Background: an optimization exercise with open tools, aiming at small area. Do not read the settings as production practice. In this exercise RTL edits were held to simulation tests only and were not proved equivalent to the original. Power and IR drop assume default switching activity.

==> flow/run.sh <==
#!/bin/bash
# The standard layout (bash standard.sh), with three changes to how it is made:
#  - synthesis maps with an area-only ABC script (flow/abc_area.script: amap, no buffering or
#    upsizing), so the single-gate modules of the RTL map onto single cells;
#  - the port buffers are buf_1 cells;
#  - the clock tree is built from small clock buffers.
# Each step's output goes to a log file of its own in this folder.
set -euo pipefail
here=$(pwd)
rm -rf "$here/scripts_own"
cp -r "$FLOW_HOME/scripts" "$here/scripts_own"
cp "$here/flow/abc_area.script" "$here/scripts_own/abc_area.script"
export SCRIPTS_DIR="$here/scripts_own"
export BUFFER_PORTS_ARGS="-buffer_cell sky130_fd_sc_hd__buf_1"
export CTS_ARGS="-sink_clustering_enable -repair_clock_nets -dont_use_dummy_load -buf_list sky130_fd_sc_hd__clkbuf_4 -sink_clustering_size 10 -sink_clustering_max_diameter 40"
bash standard.sh > "$here/standard_flow.log" 2>&1
==> constraint.sdc <==
create_clock -name core_clock -period 6.0 [get_ports {clk_i}]
set_input_delay 1.2000 -clock core_clock [delete_from_list [all_inputs] [get_ports {clk_i}]]
set_output_delay 1.2000 -clock core_clock [all_outputs]
set_load 0.01 [all_outputs]
==> design.v <==
package icache_ctrl_mb_pkg;
    localparam logic [5:0] REG_ENABLE    = 6'h00;
    localparam logic [5:0] REG_FLUSH     = 6'h01;
    localparam logic [5:0] REG_SEL_FLUSH = 6'h02;
    localparam logic [5:0] REG_STATUS    = 6'h03;
    localparam logic [5:0] REG_CLEAR     = 6'h04;
    localparam logic [5:0] REG_CNT_EN    = 6'h05;
    localparam logic [1:0] REG_HIT_PAGE   = 2'b01;
    localparam logic [1:0] REG_TRANS_PAGE = 2'b10;
    localparam logic [31:0] BADD_DATA = 32'hBADD_A555;
    typedef enum logic [2:0] {
        IDLE,
        WAIT_BYP,
        WAIT_FL,
        WAIT_SEL,
        DONE
    } state_e;
endpackage
module icache_stat_cnt_bank #(
    parameter int NB_CORES  = 8,
    parameter int CNT_WIDTH = 16
) (
    input  logic                 clk_i,
    input  logic                 clear,
    input  logic                 clear_n,
    input  logic                 enable,
    input  logic [NB_CORES-1:0]  hit_evt,
    input  logic [NB_CORES-1:0]  trans_evt,
    input  logic [2*NB_CORES-1:0] rd_sel,     
    input  logic [2*NB_CORES-1:0] rd_sel_n,   
    output logic [CNT_WIDTH-1:0] rd_x,
    output logic [CNT_WIDTH-1:0] rd_y
);
    localparam int N = 2 * NB_CORES;
    logic [CNT_WIDTH-1:0] st [N];
    logic [N-1:0]         evt;
    assign evt = {trans_evt, hit_evt};
    for (genvar c = 0; c < N; c++) begin : g_cnt
        logic [CNT_WIDTH:0]   cy;    
        logic [CNT_WIDTH-1:0] d;
        logic                 sat, sat_n;
        icg_nand2 u_c0 (.a(enable), .b(evt[c]), .y(cy[0]));
        for (genvar i = 0; i < CNT_WIDTH; i++) begin : g_bit
            logic s;
            if (i % 2 == 0) begin : g_inv
                icg_nor2  u_t (.a(cy[i]), .b(st[c][i]), .y(cy[i+1]));
                icg_a21oi u_s (.a1(st[c][i]), .a2(cy[i]), .b1(cy[i+1]), .y(s));
                icg_o21ai u_d (.a1(s), .a2(sat), .b1(clear_n), .y(d[i]));
            end else begin : g_true
                icg_nand2 u_t (.a(st[c][i]), .b(cy[i]), .y(cy[i+1]));
                icg_o21ai u_s (.a1(st[c][i]), .a2(cy[i]), .b1(cy[i+1]), .y(s));
                icg_a21oi u_d (.a1(s), .a2(sat_n), .b1(clear), .y(d[i]));
            end
        end
        assign sat_n = cy[CNT_WIDTH];
        icg_inv u_sat (.a(sat_n), .y(sat));
        always_ff @(posedge clk_i) begin
            st[c] <= d;
        end
    end
    for (genvar i = 0; i < CNT_WIDTH; i++) begin : g_rd
        if (i % 2 == 0) begin : g_inv
            logic [7:0] w;
            for (genvar k = 0; k < 8; k++) begin : g_pair
                icg_o22ai u_m (.a1(st[2*k][i]), .a2(rd_sel_n[2*k]), .b1(st[2*k+1][i]),
                               .b2(rd_sel_n[2*k+1]), .y(w[k]));
            end
            icg_nor4 u_ga (.a(w[0]), .b(w[1]), .c(w[2]), .d(w[3]), .y(rd_x[i]));
            icg_nor4 u_gb (.a(w[4]), .b(w[5]), .c(w[6]), .d(w[7]), .y(rd_y[i]));
        end else begin : g_true
            logic [5:0] z;
            for (genvar k = 0; k < 5; k++) begin : g_tri
                icg_a222oi u_m (.a1(st[3*k][i]), .a2(rd_sel[3*k]), .b1(st[3*k+1][i]),
                                .b2(rd_sel[3*k+1]), .c1(st[3*k+2][i]), .c2(rd_sel[3*k+2]), .y(z[k]));
            end
            icg_nand2 u_m15 (.a(st[15][i]), .b(rd_sel[15]), .y(z[5]));
            icg_nand3 u_ga (.a(z[0]), .b(z[1]), .c(z[2]), .y(rd_x[i]));
            icg_nand3 u_gb (.a(z[3]), .b(z[4]), .c(z[5]), .y(rd_y[i]));
        end
    end
endmodule
module icg_inv (input logic a, output logic y);
    assign y = ~a;
endmodule
module icg_nand2 (input logic a, input logic b, output logic y);
    assign y = ~(a & b);
endmodule
module icg_nor2 (input logic a, input logic b, output logic y);
    assign y = ~(a | b);
endmodule
module icg_nand3 (input logic a, input logic b, input logic c, output logic y);
    assign y = ~(a & b & c);
endmodule
module icg_nor4 (input logic a, input logic b, input logic c, input logic d, output logic y);
    assign y = ~(a | b | c | d);
endmodule
module icg_a21oi (input logic a1, input logic a2, input logic b1, output logic y);
    assign y = ~((a1 & a2) | b1);
endmodule
module icg_o21ai (input logic a1, input logic a2, input logic b1, output logic y);
    assign y = ~((a1 | a2) & b1);
endmodule
module icg_o22ai (input logic a1, input logic a2, input logic b1, input logic b2, output logic y);
    assign y = ~((a1 | a2) & (b1 | b2));
endmodule
module icg_a222oi (input logic a1, input logic a2, input logic b1, input logic b2, input logic c1,
                   input logic c2, output logic y);
    assign y = ~((a1 & a2) | (b1 & b2) | (c1 & c2));
endmodule
module icg_nor3 (input logic a, input logic b, input logic c, output logic y);
    assign y = ~(a | b | c);
endmodule
module icg_nand4 (input logic a, input logic b, input logic c, input logic d, output logic y);
    assign y = ~(a & b & c & d);
endmodule
module icg_xnor2 (input logic a, input logic b, output logic y);
    assign y = ~(a ^ b);
endmodule
module icg_a22oi (input logic a1, input logic a2, input logic b1, input logic b2, output logic y);
    assign y = ~((a1 & a2) | (b1 & b2));
endmodule
module icg_a22o (input logic a1, input logic a2, input logic b1, input logic b2, output logic y);
    assign y = (a1 & a2) | (b1 & b2);
endmodule
module icg_a221o (input logic a1, input logic a2, input logic b1, input logic b2, input logic c1,
                  output logic y);
    assign y = (a1 & a2) | (b1 & b2) | c1;
endmodule
module icg_a21o (input logic a1, input logic a2, input logic b1, output logic y);
    assign y = (a1 & a2) | b1;
endmodule
module icg_o21a (input logic a1, input logic a2, input logic b1, output logic y);
    assign y = (a1 | a2) & b1;
endmodule
module icg_nor2b (input logic a, input logic b_n, output logic y);
    assign y = ~a & b_n;
endmodule
module icache_ctrl_unit_mb #(
    parameter int NB_BANKS  = 8,
    parameter int NB_CORES  = 8,
    parameter int ID_WIDTH  = 9,
    parameter int CNT_WIDTH = 16
) (
    input  logic                  clk_i,
    input  logic                  rst_ni,
    input  logic                  bus_req_i,
    input  logic [31:0]           bus_add_i,
    input  logic                  bus_wen_i,
    input  logic [31:0]           bus_wdata_i,
    input  logic [3:0]            bus_be_i,
    input  logic [ID_WIDTH-1:0]   bus_id_i,
    output logic                  bus_gnt_o,
    output logic                  bus_r_valid_o,
    output logic                  bus_r_opc_o,
    output logic [ID_WIDTH-1:0]   bus_r_id_o,
    output logic [31:0]           bus_r_rdata_o,
    output logic [NB_BANKS-1:0]   bypass_req_o,
    input  logic [NB_BANKS-1:0]   bypass_ack_i,
    output logic [NB_BANKS-1:0]   flush_req_o,
    input  logic [NB_BANKS-1:0]   flush_ack_i,
    output logic                  sel_flush_req_o,
    output logic [31:0]           sel_flush_addr_o,
    input  logic                  sel_flush_ack_i,
    input  logic [NB_CORES-1:0]   hit_evt_i,
    input  logic [NB_CORES-1:0]   trans_evt_i,
    output logic [2:0]            state_dbg
);
    localparam logic [15:0] BADD_HI = 16'hBADD;
    localparam logic [15:0] BADD_LO = 16'hA555;
    logic [2:0]            state;
    logic                  cnt_en;
    logic                  r_valid_q;
    logic                  r_opc_q;
    logic [ID_WIDTH-1:0]   r_id_q;
    logic [31:0]           x_q;
    logic [31:0]           x_d;
    logic [CNT_WIDTH-1:0]  cnt_rd_x, cnt_rd_y;
    logic [2*NB_CORES-1:0] cnt_sel, cnt_sel_n;
    logic [5:0]            idx;
    logic                  idle, w_byp, w_fl, w_sel, hold;
    logic                  wr, rd;
    logic                  wr_en, wr_fl, wr_sel, wr_clr, wr_cen, wr_hs;
    logic                  rd_en, rd_stat, rd_cen, rd_hit, rd_trans, bad_rd, bad_rd_n;
    logic                  sel_en_n, sel_st_n, sel_ce;
    logic                  byp_match, fl_done;
    logic [NB_BANKS-1:0]   byp_eq, fl_next, byp_d, byp_ld_n, fl_d;
    logic                  clear_cnt, clear_cnt_n;
    logic                  unused_bits;
    assign idx   = bus_add_i[7:2];
    assign idle  = ~(state[2] | state[1] | state[0]);
    assign w_byp = state[0] & ~state[1];
    assign w_fl  = state[1] & ~state[0];
    assign w_sel = state[1] & state[0];
    assign hold  = w_sel & ~sel_flush_ack_i;
    assign wr     = idle & bus_req_i & ~bus_wen_i;
    assign rd     = idle & bus_wen_i;
    assign wr_en  = wr & (idx == 6'h00);
    assign wr_fl  = wr & (idx == 6'h01);
    assign wr_sel = wr & (idx == 6'h02);
    assign wr_clr = wr & (idx == 6'h04);
    assign wr_cen = wr & (idx == 6'h05);
    assign wr_hs  = wr_en | wr_fl | wr_sel;
    assign rd_hit   = rd & (idx[5:3] == 3'b010);
    assign rd_trans = rd & (idx[5:3] == 3'b100);
    assign rd_en    = rd & (idx == 6'h00);
    assign rd_stat  = rd & (idx == 6'h03);
    assign rd_cen   = rd & (idx == 6'h05);
    assign bad_rd   = rd & ~((idx[5:3] == 3'b010) | (idx[5:3] == 3'b100) | (idx == 6'h00)
                             | (idx == 6'h03) | (idx == 6'h05));
    assign bad_rd_n = ~bad_rd;
    assign sel_en_n = ~rd_en;
    assign sel_st_n = ~rd_stat;
    assign sel_ce   = rd_cen & cnt_en;
    logic [3:0] dec_a, dec_a_n, dec_b, dec_b_n;
    logic [1:0] idx_n;
    icg_inv u_ia0 (.a(idx[0]), .y(idx_n[0]));
    icg_inv u_ia1 (.a(idx[1]), .y(idx_n[1]));
    icg_nor2  u_da0 (.a(idx[1]),   .b(idx[0]),   .y(dec_a[0]));
    icg_nor2  u_da1 (.a(idx[1]),   .b(idx_n[0]), .y(dec_a[1]));
    icg_nor2  u_da2 (.a(idx_n[1]), .b(idx[0]),   .y(dec_a[2]));
    icg_nor2  u_da3 (.a(idx_n[1]), .b(idx_n[0]), .y(dec_a[3]));
    icg_nand2 u_dn0 (.a(idx_n[1]), .b(idx_n[0]), .y(dec_a_n[0]));
    icg_nand2 u_dn1 (.a(idx_n[1]), .b(idx[0]),   .y(dec_a_n[1]));
    icg_nand2 u_dn2 (.a(idx[1]),   .b(idx_n[0]), .y(dec_a_n[2]));
    icg_nand2 u_dn3 (.a(idx[1]),   .b(idx[0]),   .y(dec_a_n[3]));
    assign dec_b   = {rd_trans & idx[2], rd_trans & ~idx[2], rd_hit & idx[2], rd_hit & ~idx[2]};
    assign dec_b_n = ~dec_b;
    for (genvar k = 0; k < 2 * NB_CORES; k++) begin : g_sel
        icg_nor2  u_s (.a(dec_a_n[k%4]), .b(dec_b_n[k/4]), .y(cnt_sel[k]));
        icg_nand2 u_n (.a(dec_a[k%4]),   .b(dec_b[k/4]),   .y(cnt_sel_n[k]));
    end
    for (genvar i = 0; i < 32; i++) begin : g_x
        logic wh_n;    
        if (i >= 16) begin : g_hi
            if (BADD_HI[i-16]) begin : g_one
                icg_a221o u_x (.a1(wr_sel), .a2(bus_wdata_i[i]), .b1(hold), .b2(x_q[i]),
                               .c1(bad_rd), .y(x_d[i]));
            end else begin : g_zero
                icg_a22o u_x (.a1(wr_sel), .a2(bus_wdata_i[i]), .b1(hold), .b2(x_q[i]),
                              .y(x_d[i]));
            end
        end else begin : g_lo
            icg_a22oi u_wh (.a1(wr_sel), .a2(bus_wdata_i[i]), .b1(hold), .b2(x_q[i]), .y(wh_n));
            if (i < NB_BANKS) begin : g_bank
                logic t_en, t_st;
                icg_nor2 u_te (.a(bypass_req_o[i]), .b(sel_en_n), .y(t_en));
                icg_nor2 u_ts (.a(bypass_ack_i[i]), .b(sel_st_n), .y(t_st));
                if (i % 2 == 1) begin : g_odd
                    logic m_n;
                    icg_nor4  u_m (.a(t_en), .b(t_st), .c(cnt_rd_x[i]), .d(cnt_rd_y[i]), .y(m_n));
                    icg_nand2 u_x (.a(m_n), .b(wh_n), .y(x_d[i]));
                end else begin : g_even
                    logic m_n;
                    if (i == 0) begin : g_b0
                        icg_nor4 u_m (.a(t_en), .b(t_st), .c(bad_rd), .d(sel_ce), .y(m_n));
                    end else begin : g_bn
                        icg_nor3 u_m (.a(t_en), .b(t_st), .c(bad_rd), .y(m_n));
                    end
                    icg_nand4 u_x (.a(m_n), .b(wh_n), .c(cnt_rd_x[i]), .d(cnt_rd_y[i]), .y(x_d[i]));
                end
            end else if (i % 2 == 1) begin : g_odd
                logic m_n;
                if (BADD_LO[i]) begin : g_one
                    icg_nor3 u_m (.a(cnt_rd_x[i]), .b(cnt_rd_y[i]), .c(bad_rd), .y(m_n));
                end else begin : g_zero
                    icg_nor2 u_m (.a(cnt_rd_x[i]), .b(cnt_rd_y[i]), .y(m_n));
                end
                icg_nand2 u_x (.a(m_n), .b(wh_n), .y(x_d[i]));
            end else begin : g_even
                if (BADD_LO[i]) begin : g_one
                    icg_nand4 u_x (.a(wh_n), .b(cnt_rd_x[i]), .c(cnt_rd_y[i]), .d(bad_rd_n),
                                   .y(x_d[i]));
                end else begin : g_zero
                    icg_nand3 u_x (.a(wh_n), .b(cnt_rd_x[i]), .c(cnt_rd_y[i]), .y(x_d[i]));
                end
            end
        end
    end
    for (genvar b = 0; b < NB_BANKS; b++) begin : g_bank
        icg_nand2 u_bl (.a(wr_en), .b(bus_wdata_i[b]), .y(byp_ld_n[b]));
        icg_o21a  u_bd (.a1(bypass_req_o[b]), .a2(wr_en), .b1(byp_ld_n[b]), .y(byp_d[b]));
        icg_xnor2 u_be (.a(bypass_req_o[b]), .b(bypass_ack_i[b]), .y(byp_eq[b]));
        icg_nor2b u_fn (.a(flush_ack_i[b]), .b_n(flush_req_o[b]), .y(fl_next[b]));
        icg_a21o  u_fd (.a1(wr_fl), .a2(bus_wdata_i[b]), .b1(fl_next[b]), .y(fl_d[b]));
    end
    assign byp_match = &byp_eq;
    assign fl_done   = ~|fl_next;
    assign clear_cnt   = wr_clr | ~rst_ni;
    assign clear_cnt_n = ~clear_cnt;
    assign unused_bits = ^{bus_be_i, bus_add_i[31:8], bus_add_i[1:0]};
    assign bus_gnt_o        = idle & bus_req_i;
    assign bus_r_valid_o    = r_valid_q;
    assign bus_r_opc_o      = r_opc_q;
    assign bus_r_id_o       = r_id_q;
    assign bus_r_rdata_o    = x_q;
    assign sel_flush_addr_o = x_q;
    assign sel_flush_req_o  = w_sel;
    assign state_dbg        = state;
    always_ff @(posedge clk_i or negedge rst_ni) begin
        if (!rst_ni) begin
            state        <= 3'd0;
            bypass_req_o <= '1;
            flush_req_o  <= '0;
            cnt_en       <= 1'b0;
            r_valid_q    <= 1'b0;
        end else begin
            state[2]  <= (w_byp & byp_match) | (w_fl & fl_done) | (w_sel & sel_flush_ack_i);
            state[1]  <= (wr_fl | wr_sel) | (w_fl & ~fl_done) | hold;
            state[0]  <= (wr_en | wr_sel) | (w_byp & ~byp_match) | hold;
            r_valid_q <= (idle & bus_req_i & ~wr_hs) | (w_byp & byp_match) | (w_fl & fl_done)
                       | (w_sel & sel_flush_ack_i);
            bypass_req_o <= byp_d;
            flush_req_o  <= fl_d;
            if (wr_cen) cnt_en <= bus_wdata_i[0];
        end
    end
    always_ff @(posedge clk_i) begin
        r_opc_q <= wr & ~(wr_hs | wr_clr | wr_cen);
        if (idle) r_id_q <= bus_id_i;
        x_q <= x_d;
    end
    icache_stat_cnt_bank #(
        .NB_CORES  (NB_CORES),
        .CNT_WIDTH (CNT_WIDTH)
    ) u_cnt (
        .clk_i     (clk_i),
        .clear     (clear_cnt),
        .clear_n   (clear_cnt_n),
        .enable    (cnt_en),
        .hit_evt   (hit_evt_i),
        .trans_evt (trans_evt_i),
        .rd_sel    (cnt_sel),
        .rd_sel_n  (cnt_sel_n),
        .rd_x      (cnt_rd_x),
        .rd_y      (cnt_rd_y)
    );
endmodule
==> config.mk <==
export PLATFORM = sky130hd
export DESIGN_NAME = icache_ctrl_unit_mb
export DESIGN_NICKNAME = icache_ctrl_unit_mb
export VERILOG_FILES = /design/flow/design.v
export SDC_FILE = /design/flow/constraint.sdc
export NUM_CORES = 4
export LEC_CHECK = 0
export ABC_AREA = 1
export CAP_MARGIN = 20
export CORE_MARGIN = 2
export CORE_UTILIZATION = 70
export PLACE_DENSITY = 0.8
export SLEW_MARGIN = 20
export SYNTH_HIERARCHICAL = 1
==> standard.sh <==
#!/bin/bash
# synth_recipe.tcl (not shown) runs the flow's synth.tcl, then flattens the netlist and writes it again
# the make line also repeats each setting of config.mk as NAME=value (left out here)
make -C /OpenROAD-flow-scripts/flow DESIGN_CONFIG=/design/flow/config.mk WORK_HOME=/design/flow/orfs CLKGATE_MAP_FILE= SYNTH_SCRIPT=/design/flow/synth_recipe.tcl "${@:-finish}"
==> flow/abc_area.script <==
strash
dch
amap
topo
stime -c
==> results of run 1 <==
## per-layer routing
layer	GRT usage (%)	vias to the layer above
met1	49.4	5756
met5	3.26	-
met3	13.4	117
met2	62.0	708
li1	-	6083
met4	17.9	2
## Yosys stat by module (local to each module, per instance), excerpt
module | copies in the design | cell area [µm²] | cells | flip-flops and latches
icg_a221o | 11 | 10.0 | 1 | 0
icg_o21a | 8 | 7.51 | 1 | 0
icg_o22ai | 64 | 6.26 | 1 | 0
icg_a222oi | 40 | 10.0 | 1 | 0
icg_nand3 | 18 | 5.00 | 1 | 0
icg_nand4 | 6 | 6.26 | 1 | 0
icg_nor2 | 166 | 3.75 | 1 | 0
icg_a21o | 8 | 7.51 | 1 | 0
icg_a21oi | 256 | 5.00 | 1 | 0
icg_a22oi | 16 | 7.51 | 1 | 0
icg_nand2 | 188 | 3.75 | 1 | 0
icg_nor4 | 21 | 6.26 | 1 | 0
icg_xnor2 | 8 | 8.76 | 2 | 0
icg_nor3 | 5 | 5.00 | 1 | 0
## how the worst max path moves through the flow
stage,from,end,slack (ps),depth (start not counted)
after global routing,cnt_en,u_cnt.st[15][6],1220,19
after global placement,hit_evt_i[2],u_cnt.st[2][6],1850,20
after floorplan,bus_add_i[6],u_cnt.st[0][0],-1140,5
final,cnt_en,u_cnt.st[2][12],1740,19
after detailed placement,hit_evt_i[6],u_cnt.st[6][0],1650,20
after CTS,cnt_en,u_cnt.st[2][6],1850,19
## synth_stat cells, drive strengths merged (2+ instances only)
cell type	n
a21o	8
a21oi	256
a221o	11
a222oi	40
a22o	5
a22oi	16
buf	32
clkinv	31
dfrtp	13
dfstp	8
dfxtp	289
edfxtp	9
nand2	202
nand3	22
nand4	9
nor2	177
nor2b	8
nor3	11
nor3b	2
nor4	26
o21a	8
o21ai	266
o22ai	64
o31ai	2
or2	4
or3	2
## power groups by stage
stage                     sequential, µW  combinational [µW]  clock, µW
final                               2270                 305        979
after floorplan                     2320                 160          0
after detailed placement            2310                 299          0
after global placement              2310                 291          0
after CTS                           2260                 300        988
after global routing                2270                 329       1070
## final cells by class
type / count / area (µm²)
repair buffers: 187 / 732
clock buffers: 40 / 300
flip-flops and latches: 319 / 6590
diodes: 1 / 2.50
fillers: 1342 / 4060
multi-input cells: 1143 / 5820
well taps: 229 / 287
inverters: 31 / 116
## critical path, delay by kind of cell (launching register included)
kind,cells,cell delay [ps]
buffers and inverters,1,250
flip-flops,1,970
AND/OR/NAND/NOR,17,2810
AO/OA/AOI/OAI,1,130
## metrics by stage
stage	TNS, ps	utilization [%]	instances	worst slack (ps)
2_1_floorplan	-145410	-	1525	-1140
3_3_place_gp	0	75.6	1909	1850
3_5_place_dp	0	75.6	1909	1650
4_1_cts	0	77.3	1949	1850
5_1_grt	0	77.3	1950	1220
6_report	0	77.3	1950	1740
## flip-flops by register name, summed over array words and instances (netlist names)
| register | cells |
|---|---|
| bypass_req_o | 8 |
| cnt_en | 1 |
| flush_req_o | 8 |
| r_id_q | 9 |
| r_opc_q | 1 |
| r_valid_q | 1 |
| state | 3 |
| u_cnt.st | 256 |
| x_q | 32 |
## logic make-up (layout without fill, tap and decap cells)
logic type | after synthesis | count (layout) | synth area share, %
flops | 319 | 319 | 51.9
other cells | 0 | 1 | 0
simple gates | 464 | 464 | 15.1
buf+inv | 63 | 258 | 2.81
compound gates | 679 | 679 | 30.3
==> results.json, run 1 <==
{
  "status": "timing/DRC/antenna clean",
  "crit_path_frequent_cell": "nand2_1",
  "clockBufferDepth": 3,
  "ys_seq_elements": 319,
  "hpwl_um": 29400,
  "setup_viol": 0,
  "rows": 49,
  "r2r-end": "u_cnt.st[2][12]",
  "synth_warnings": 10,
  "grt_usage_pct": 39.5,
  "clock-sinks": 319,
  "p_clk_share_pct": 27.6,
  "cts-root-buf": "clkbuf_4",
  "p_sw_uw": 943,
  "r2r_slack_ps": 1740,
  "syn_area_per_cell_um2": 8.34,
  "synthTopCellsByArea": "dfxtp_1 (46%), o21ai_0 (10%), a21oi_1 (10%)",
  "yosysUniqueCellTypes": 30,
  "drive_gt1_share_pct": 3.78,
  "cts_hold_buf": 0,
  "drt_iter0_markers": 1625,
  "met2_length_um": 17500,
  "slew_headroom_pct": 26.4,
  "overflow": 0,
  "routed.top_layer": "met5",
  "ioPinCount": 210,
  "async_reset_ff_share_pct": 6.58,
  "synth.top_cell.area_share_pct": 45.5,
  "skew_ps": 78.7,
  "drc": 0,
  "holdWs_ps": 505,
  "worst_ep_arrival_time_ps": 4780,
  "design_area_um2": 13800,
  "routabilityCongestion": 0.950,
  "nets": 1836,
  "htree_levels": 2,
  "min_path_type": "input port to async pin",
  "synthCells": 1525,
  "syn_nets": 1639,
  "worstPathCellList": "nand2_1 > nor2_1 > nand2_1 > nor2_1 > nand2_1 > nor2_1 > nand2_1 > nor2_1 > nand2_1 > nor2_1 > nand2_1 > nor2_1 > nand2_1 > nor2_1 > nand2_1 > nor2_1 > nand2_1 > clkinv_1 > o21ai_0",
  "fp.dieW_um": 139,
  "cts_tree": "done",
  "die-area_um2": 19300,
  "io_buffer_count": 179,
  "grt_start_max_net_pins": 69,
  "cts-buffers-inserted": 40,
  "synth_edf_count": 9,
  "cts_resized": 0,
  "seqPwrFrac_pct": 63.8,
  "rsz0062_at_grt": "false",
  "wl_per_cell_um": 20.2,
  "drtAntennaViolNets": 0,
  "leakage_uw": 0.00464,
  "path_max_fanout": 17,
  "cp-end-kind": "register",
  "dpl-instance-area_um2": 13500,
  "crit_type": "register to register",
  "fmax_mhz": 235,
  "antenna_found_initial": 1,
  "synth_top_cell_by_area": "dfxtp_1",
  "hold_violations": 0,
  "die-height_um": 139,
  "startpoint_type": "register",
  "start_util_pct": 71.0,
  "crit_slowest_cell": "dfrtp_1",
  "wl_um": 39300,
  "grt_pass1_wl_um": 60700,
  "syn2layout_area_growth_pct": 8.92,
  "drtPass1Iterations": 7,
  "peakVddDrop_uv": 206,
  "fin_total_pwr_uw": 3550,
  "drv_slew": 0,
  "final_common_cell": "dfxtp_1",
  "p_int_uw": 2610,
  "pwr_density_cell_nw_per_um2": 256,
  "fin_crit_sh_pct": 71.0,
  "rr_startpoint": "cnt_en",
  "max_stage_delay_ps": 970,
  "grt_pass1_vias": 11700,
  "required_ps": 6520,
  "finalCriticalPeriod_ps": 4260,
  "synth_area_um2": 12700,
  "clkLatencyLatePin_ps": 670,
  "postCtsSetupRepairBufs": 0,
  "max_slew.worst_pin.slew_ps": 1090,
  "reg2regPathDepth": 19,
  "wl_met1_um": 14700,
  "route.met3.wl_um": 5230,
  "yosysSeqAreaShare_pct": 51.9,
  "clk_pin_slew_ps": 110,
  "combPwrFrac_pct": 8.6,
  "synthFlopType": "dfxtp_1",
  "max_cap_violations": 0,
  "vias_per_cell": 6.50,
  "route.vias.total": 12700,
  "core_area_um2": 17900,
  "final_cell_mix": "dfxtp_1 (289), o21ai_0 (266), a21oi_1 (256), nand2_1 (202), buf_1 (179)",
  "switching_share_pct": 26.6
}
==> run 2: changes to the inputs <==
--- a/config.mk
+++ b/config.mk
@@ -8,7 +8,7 @@
 export ABC_AREA = 1
 export CAP_MARGIN = 20
 export CORE_MARGIN = 2
-export CORE_UTILIZATION = 70
-export PLACE_DENSITY = 0.8
+export CORE_UTILIZATION = 60
+export PLACE_DENSITY = 0.72
 export SLEW_MARGIN = 20
 export SYNTH_HIERARCHICAL = 1
==> run 2 against run 1 <==
Against the previous run: first-iteration DRC count down 16%; largest power group unchanged; clock skew decreased by 29 ps; critical path depth grew 1; flip-flop and latch count is the same.
==> results.json, run 2 <==
{
  "p_int_uw": 2620,
  "postCtsSetupRepairBufs": 0,
  "p_clk_share_pct": 28.0,
  "max_cap_violations": 0,
  "grt_pass1_wl_um": 59000,
  "io_buffer_count": 179,
  "drtAntennaViolNets": 0,
  "leakage_uw": 0.00465,
  "drive_gt1_share_pct": 3.95,
  "synthTopCellsByArea": "dfxtp_1 (46%), o21ai_0 (10%), a21oi_1 (10%)",
  "synth_top_cell_by_area": "dfxtp_1",
  "rsz0062_at_grt": "false",
  "fin_crit_sh_pct": 69.9,
  "syn2layout_area_growth_pct": 9.63,
  "synthCells": 1525,
  "clk_pin_slew_ps": 100,
  "path_max_fanout": 12,
  "syn_nets": 1639,
  "min_path_type": "register to register",
  "drc": 0,
  "synthFlopType": "dfxtp_1",
  "vias_per_cell": 6.25,
  "hold_violations": 0,
  "yosysSeqAreaShare_pct": 51.9,
  "dpl-instance-area_um2": 13600,
  "crit_type": "register to register",
  "syn_area_per_cell_um2": 8.34,
  "pwr_density_cell_nw_per_um2": 255,
  "ys_seq_elements": 319,
  "worst_ep_arrival_time_ps": 4690,
  "drt_iter0_markers": 1366,
  "rows": 53,
  "overflow": 0,
  "peakVddDrop_uv": 206,
  "wl_per_cell_um": 19.8,
  "required_ps": 6500,
  "synth.most_common_cell": "dfxtp_1",
  "nets": 1839,
  "switching_share_pct": 26.2,
  "fin_util_pct": 66.7,
  "drtPass1Iterations": 11,
  "reg2regPathDepth": 20,
  "cts_hold_buf": 0,
  "seqPwrFrac_pct": 63.6,
  "max_slew.worst_pin.slew_ps": 1180,
  "finalCriticalPeriod_ps": 4200,
  "combPwrFrac_pct": 8.4,
  "synth_area_um2": 12700,
  "cts-root-buf": "clkbuf_4",
  "slew_headroom_pct": 20.7,
  "grt_start_max_net_pins": 74,
  "hpwl_um": 29000,
  "synth.top_cells.by_count": "dfxtp_1 (289), o21ai_0 (266), a21oi_1 (256)",
  "design_area_um2": 13900,
  "cp-end-kind": "register",
  "fmax_mhz": 238,
  "grt_usage_pct": 34.0,
  "wl_um": 39500,
  "async_reset_ff_share_pct": 6.58,
  "clock-sinks": 319,
  "clkLatencyLatePin_ps": 680,
  "ioPinCount": 210,
  "largest_reg_flops": 256,
  "synth_edf_count": 9,
  "yosysUniqueCellTypes": 30,
  "start_util_pct": 60.9,
  "fp.dieW_um": 150,
  "startpoint_type": "register",
  "p_sw_uw": 932,
  "setup_tns_ps": 0,
  "antenna_found_initial": 3,
  "die-area_um2": 22400,
  "holdWs_ps": 499,
  "drv_slew": 0,
  "hold_depth": 2,
  "htree_levels": 2,
  "reg_top3": "u_cnt.st: 256 flops, x_q: 32 flops, r_id_q: 9 flops",
  "status": "timing/DRC/antenna clean",
  "skew_ps": 49.6,
  "die-height_um": 150,
  "final_cell_mix": "dfxtp_1 (289), o21ai_0 (266), a21oi_1 (256), nand2_1 (202), buf_1 (179)",
  "routabilityCongestion": 1.07,
  "setup_viol": 0,
  "synth_warnings": 10,
  "cts-buffers-inserted": 42,
  "grt_pass1_vias": 11100,
  "regMostFlops": "u_cnt.st",
  "synth.top_cell.area_share_pct": 45.5,
  "route.vias.total": 12500,
  "cts_tree": "done",
  "core_area_um2": 20900,
  "clockBufferDepth": 3,
  "cts_resized": 0,
  "final_common_cell": "dfxtp_1"
}
run 2: final timing paths:
check | start | endpoint | slack [ps]
worst max-delay path | cnt_en | u_cnt.st[1][12] | 1800
worst min-delay path | x_q[13] | x_q[13] | 500
worst max register to register | cnt_en | u_cnt.st[1][12] | 1800
worst min register to register | x_q[13] | x_q[13] | 500
max in group asynchronous | rst_ni | bypass_req_o[0] | 5150
min in group asynchronous | rst_ni | flush_req_o[4] | 510
run 2: kinds of logic (layout without fill, tap and decap cells):
logic type | count (synthesis) | after routing | synth area share (%)
buffers and inverters | 63 | 261 | 2.81
AOI/OAI and AO/OA | 679 | 679 | 30.3
and+or+nand+nor | 464 | 464 | 15.1
DFF | 319 | 319 | 51.9
other | 0 | 3 | 0
run 2: Yosys stat by module, one instance, submodules excluded, a selection:
module	flops+latches	area [µm²]	copies in the design	cells inside
icg_a21o	0	7.51	8	1
icg_nand4	0	6.26	6	1
icg_a22oi	0	7.51	16	1
icache_ctrl_unit_mb	63	2030	1	159
icg_o22ai	0	6.26	64	1
icg_a221o	0	10.0	11	1
icg_nor2	0	3.75	166	1
run 2: cell type report:
cell class / instances / area (µm²)
tap: 275 / 344
antenna: 3 / 7.51
clock buffer: 42 / 315
multi-input combinational: 1143 / 5820
timing repair buffer: 188 / 739
inverter: 31 / 116
fill: 1825 / 6950
sequential: 319 / 6590
run 2: per-layer routing:
metal	vias up	track usage, %	routed length [µm]
met3	77	7.74	4100
met5	-	0	13
met1	5786	45.5	16600
met4	2	9.48	885
li1	6072	-	-
met2	573	55.5	18000
run 2: metrics by stage:
step | instances | power, µW | worst slack [ps]
detailed placement | 1956 | 2600 | 1580
global route | 2000 | 3690 | 1280
finish | 2001 | 3550 | 1800
CTS | 1998 | 3570 | 1890
global placement | 1956 | 2600 | 1760
floorplan | 1525 | 2480 | -1140
run 2: power by group through the flow:
stage                     sequential (µW)  clock [µW]  combinational, µW
after floorplan                      2320           0                160
after global placement               2310           0                290
after detailed placement             2310           0                294
after CTS                            2260        1010                295
after global routing                 2270        1100                326
final                                2260         996                298
run 2: critical path: stages, from the launching register on:
cell      delay, ps
dfrtp_1         770
buf_4           300
nand2_1          90
nor2_1          170
nand2_1         110
nor2_1          180
nand2_1         110
nor2_1          180
nand2_1         120
nor2_1          190
nand2_1         120
nor2_1          170
nand2_1         110
nor2_1          170
nand2_1         100
nor2_1          190
nand2_1         120
nor2_1          160
nand2_1         280
clkinv_1        260
o21ai_0         140
==> run 3: changes to the inputs <==
--- a/flow/run.sh
+++ b/flow/run.sh
@@ -12,5 +12,5 @@
 cp "$here/flow/abc_area.script" "$here/scripts_own/abc_area.script"
 export SCRIPTS_DIR="$here/scripts_own"
 export BUFFER_PORTS_ARGS="-buffer_cell sky130_fd_sc_hd__buf_1"
-export CTS_ARGS="-sink_clustering_enable -repair_clock_nets -dont_use_dummy_load -buf_list sky130_fd_sc_hd__clkbuf_4 -sink_clustering_size 10 -sink_clustering_max_diameter 40"
+export CTS_ARGS="-sink_clustering_enable -repair_clock_nets -dont_use_dummy_load -buf_list sky130_fd_sc_hd__clkbuf_8 -sink_clustering_size 18 -sink_clustering_max_diameter 45"
 bash standard.sh > "$here/standard_flow.log" 2>&1
==> run 3 against run 2 <==
Against the previous run: highest routed layer is now met4; die area stayed put; largest cell class unchanged; via count shrank 0.77%; synthesized area did not move.
==> results.json, run 3 <==
{
  "rsz0062_at_grt": "false",
  "setup_tns_ps": 0,
  "synth_warnings": 10,
  "finalCriticalPeriod_ps": 4220,
  "cp-end-kind": "register",
  "holdWs_ps": 490,
  "htree_levels": 2,
  "pwr_density_cell_nw_per_um2": 268,
  "wl_met1_um": 16200,
  "required_ps": 6370,
  "setup_viol": 0,
  "antenna_found_initial": 0,
  "regMostFlops": "u_cnt.st",
  "vias_per_cell": 6.23,
  "synthSimpleGateAreaFrac_pct": 15.1,
  "synth_edf_count": 9,
  "synth_top_family_by_area": "compound AO/OA/AOI/OAI gates",
  "grt_pass1_wl_um": 58500,
  "synth-xor-area-share_pct": 0,
  "path_max_fanout": 12,
  "slew_headroom_pct": 17.6,
  "clock-sinks": 319,
  "async_reset_ff_share_pct": 6.58,
  "hpwl_um": 29000,
  "peakVddDrop_uv": 220,
  "die-height_um": 150,
  "die-area_um2": 22400,
  "route.vias.total": 12400,
  "synthCells": 1525,
  "drtPass1Iterations": 12,
  "grt_usage_pct": 33.9,
  "rows": 53,
  "ioPinCount": 210,
  "overflow": 0,
  "synth_top_cell_by_area": "dfxtp_1",
  "synth.top_cell.area_share_pct": 45.5,
  "diodes": 0,
  "cts-root-buf": "clkbuf_8",
  "start_util_pct": 60.9,
  "clkLatencyLatePin_ps": 570,
  "core_area_um2": 20900,
  "nets": 1833,
  "io_buffer_count": 179,
  "yosysSeqAreaShare_pct": 51.9,
  "cts_tree": "done",
  "drive_gt1_share_pct": 3.61,
  "drtAntennaViolNets": 0,
  "skew_ps": 68.5,
  "synth.top_cells.by_count": "dfxtp_1 (289), o21ai_0 (266), a21oi_1 (256)",
  "synth_area_um2": 12700,
  "yosysUniqueCellTypes": 30,
  "postCtsSetupRepairBufs": 0,
  "max_slew.worst_pin.slew_ps": 1230,
  "cts-buffers-inserted": 36,
  "drc": 0,
  "syn_area_per_cell_um2": 8.34,
  "clockBufferDepth": 3,
  "synth_adder_area_share_pct": 0,
  "cts_resized": 0,
  "clk_pin_slew_ps": 70,
  "pre_cts_ws_ps": 1580,
  "largest_reg_flops": 256,
  "reg_top3": "u_cnt.st: 256 flops, x_q: 32 flops, r_id_q: 9 flops",
  "hold_violations": 0,
  "max_cap_violations": 0,
  "routed.top_layer": "met4",
  "wl_um": 39200,
  "leakage_uw": 0.00472,
  "wl_per_cell_um": 19.7,
  "min_path_type": "register to register",
  "dp_cells": 1956,
  "grt_start_max_net_pins": 74,
  "final_common_cell": "dfxtp_1",
  "nFillCells": 1794,
  "synthTopCellsByArea": "dfxtp_1 (46%), o21ai_0 (10%), a21oi_1 (10%)",
  "cts_hold_buf": 0,
  "syn_nets": 1639,
  "fp.dieW_um": 150,
  "worst_slack_ps": 1780,
  "synthFlopType": "dfxtp_1",
  "status": "timing/DRC/antenna clean",
  "syn2layout_area_growth_pct": 11.0,
  "final_cell_mix": "dfxtp_1 (289), o21ai_0 (266), a21oi_1 (256), nand2_1 (202), buf_1 (179)",
  "fmax_mhz": 237,
  "worst_ep_arrival_time_ps": 4590,
  "fin_crit_sh_pct": 70.3,
  "drv_slew": 0,
  "synth.most_common_cell": "dfxtp_1",
  "met2_length_um": 17400,
  "route.met3.wl_um": 4190,
  "muxShareOfSynthArea_pct": 0,
  "fin_util_pct": 67.5,
  "drt_iter0_markers": 1180,
  "crit_type": "register to register",
  "routabilityCongestion": 1.07,
  "synth_compound_area_share_pct": 30.3,
  "ys_seq_elements": 319,
  "startpoint_type": "register",
  "grt_pass1_vias": 11100,
  "fin_cells": 1992
}
-- run 3: changes by cell type in the layout (fill, tap and decap cells not counted) --
cell / before / now
clkbuf_4: 42 / 0
clkbuf_8: 0 / 36
diode_2: 3 / 0
-- run 3: worst paths after layout --
check                           slack [ps]         endpoint  startpoint  depth (start not counted)
worst min register to register         490          x_q[13]     x_q[13]                          2
worst min-delay path                   490          x_q[13]     x_q[13]                          2
min in group asynchronous              630   flush_req_o[3]      rst_ni                          2
worst max-delay path                  1780  u_cnt.st[1][12]      cnt_en                         20
max in group asynchronous             5020  bypass_req_o[0]      rst_ni                          2
worst max register to register        1780  u_cnt.st[1][12]      cnt_en                         20
-- run 3: layout make-up --
cell class	count	area (µm²)	share of cell area, %
clock buffer	36	495	3.51
tap	275	344	2.44
timing repair buffer	188	739	5.24
inverter	31	116	0.825
sequential	319	6590	46.7
multi-input combinational	1143	5820	41.3
-- run 3: stage by stage --
stage	power (µW)	instance area, µm²
after floorplan	2480	12700
after global placement	2600	13600
after detailed placement	2600	13600
after CTS	3810	14100
after global routing	3930	14100
final	3790	14100
-- run 3: cells by family after synthesis --
group / after synthesis
DFF: 319
AOI/OAI and AO/OA: 679
buffers and inverters: 63
and+or+nand+nor: 464
-- run 3: critical path, stage by stage, from the launching register on --
cell and delay (ps):
dfrtp_1 790, buf_4 310, nand2_1 90, nor2_1 170
nand2_1 110, nor2_1 170, nand2_1 100, nor2_1 190
nand2_1 120, nor2_1 170, nand2_1 110, nor2_1 170
nand2_1 120, nor2_1 180, nand2_1 110, nor2_1 200
nand2_1 120, nor2_1 160, nand2_1 280, clkinv_1 260
o21ai_0 140
-- run 3: Yosys stat by module (local to each module, per instance), a selection --
module,cells inside,flip-flops and latches
icg_a221o,1,0
icg_nand3,1,0
icg_nor3,1,0
icg_nor4,1,0
icg_a22oi,1,0
icg_xnor2,2,0
-- run 3: metal layers --
layer,up-vias,GRT usage (%)
met4,0,13.1
met2,564,53.8
met3,84,9.45
met5,-,0
li1,6064,-
met1,5702,44.1
-- run 3: report_power, final --
| part | internal [µW] | total, µW | switching [µW] |
|---|---|---|---|
| Sequential | 2210 | 2260 | 56.2 |
| Clock | 536 | 1230 | 695 |
| Combinational | 95.4 | 296 | 200 |

[separate check: timing with driven ports]
In the flow no input, the clock included, has a driving cell. The finished layouts below were timed again as built, in two steps.
Step 1, drivers: a clkbuf_16 drives clk_i and a buf_2 each remaining input, both assumed.
Step 2 also shifts input and output timing later by t, the mid clock arrival at the registers, as if the neighbouring blocks saw the same clock.
Slacks: ideal / step 1 / step 2; pairs: ideal / step 1.
run	t (ns)	setup slack, ns	hold WS [ns]	worst slew at a driven data input, ns
run 1	0.667	1.741 / 1.741 / 1.488	0.505 / 0.494 / 0.522	0.05
run 2	0.699	1.804 / 1.804 / 1.388	0.499 / 0.490 / 0.499	0.10
run 3	0.579	1.781 / 1.781 / 1.389	0.490 / 0.490 / 0.490	0.08
After both steps setup and hold are still met in every run listed. For run 2, which loses most, drivers alone change the setup slack by 0.000 ns; drivers and shift together by -0.416 ns.
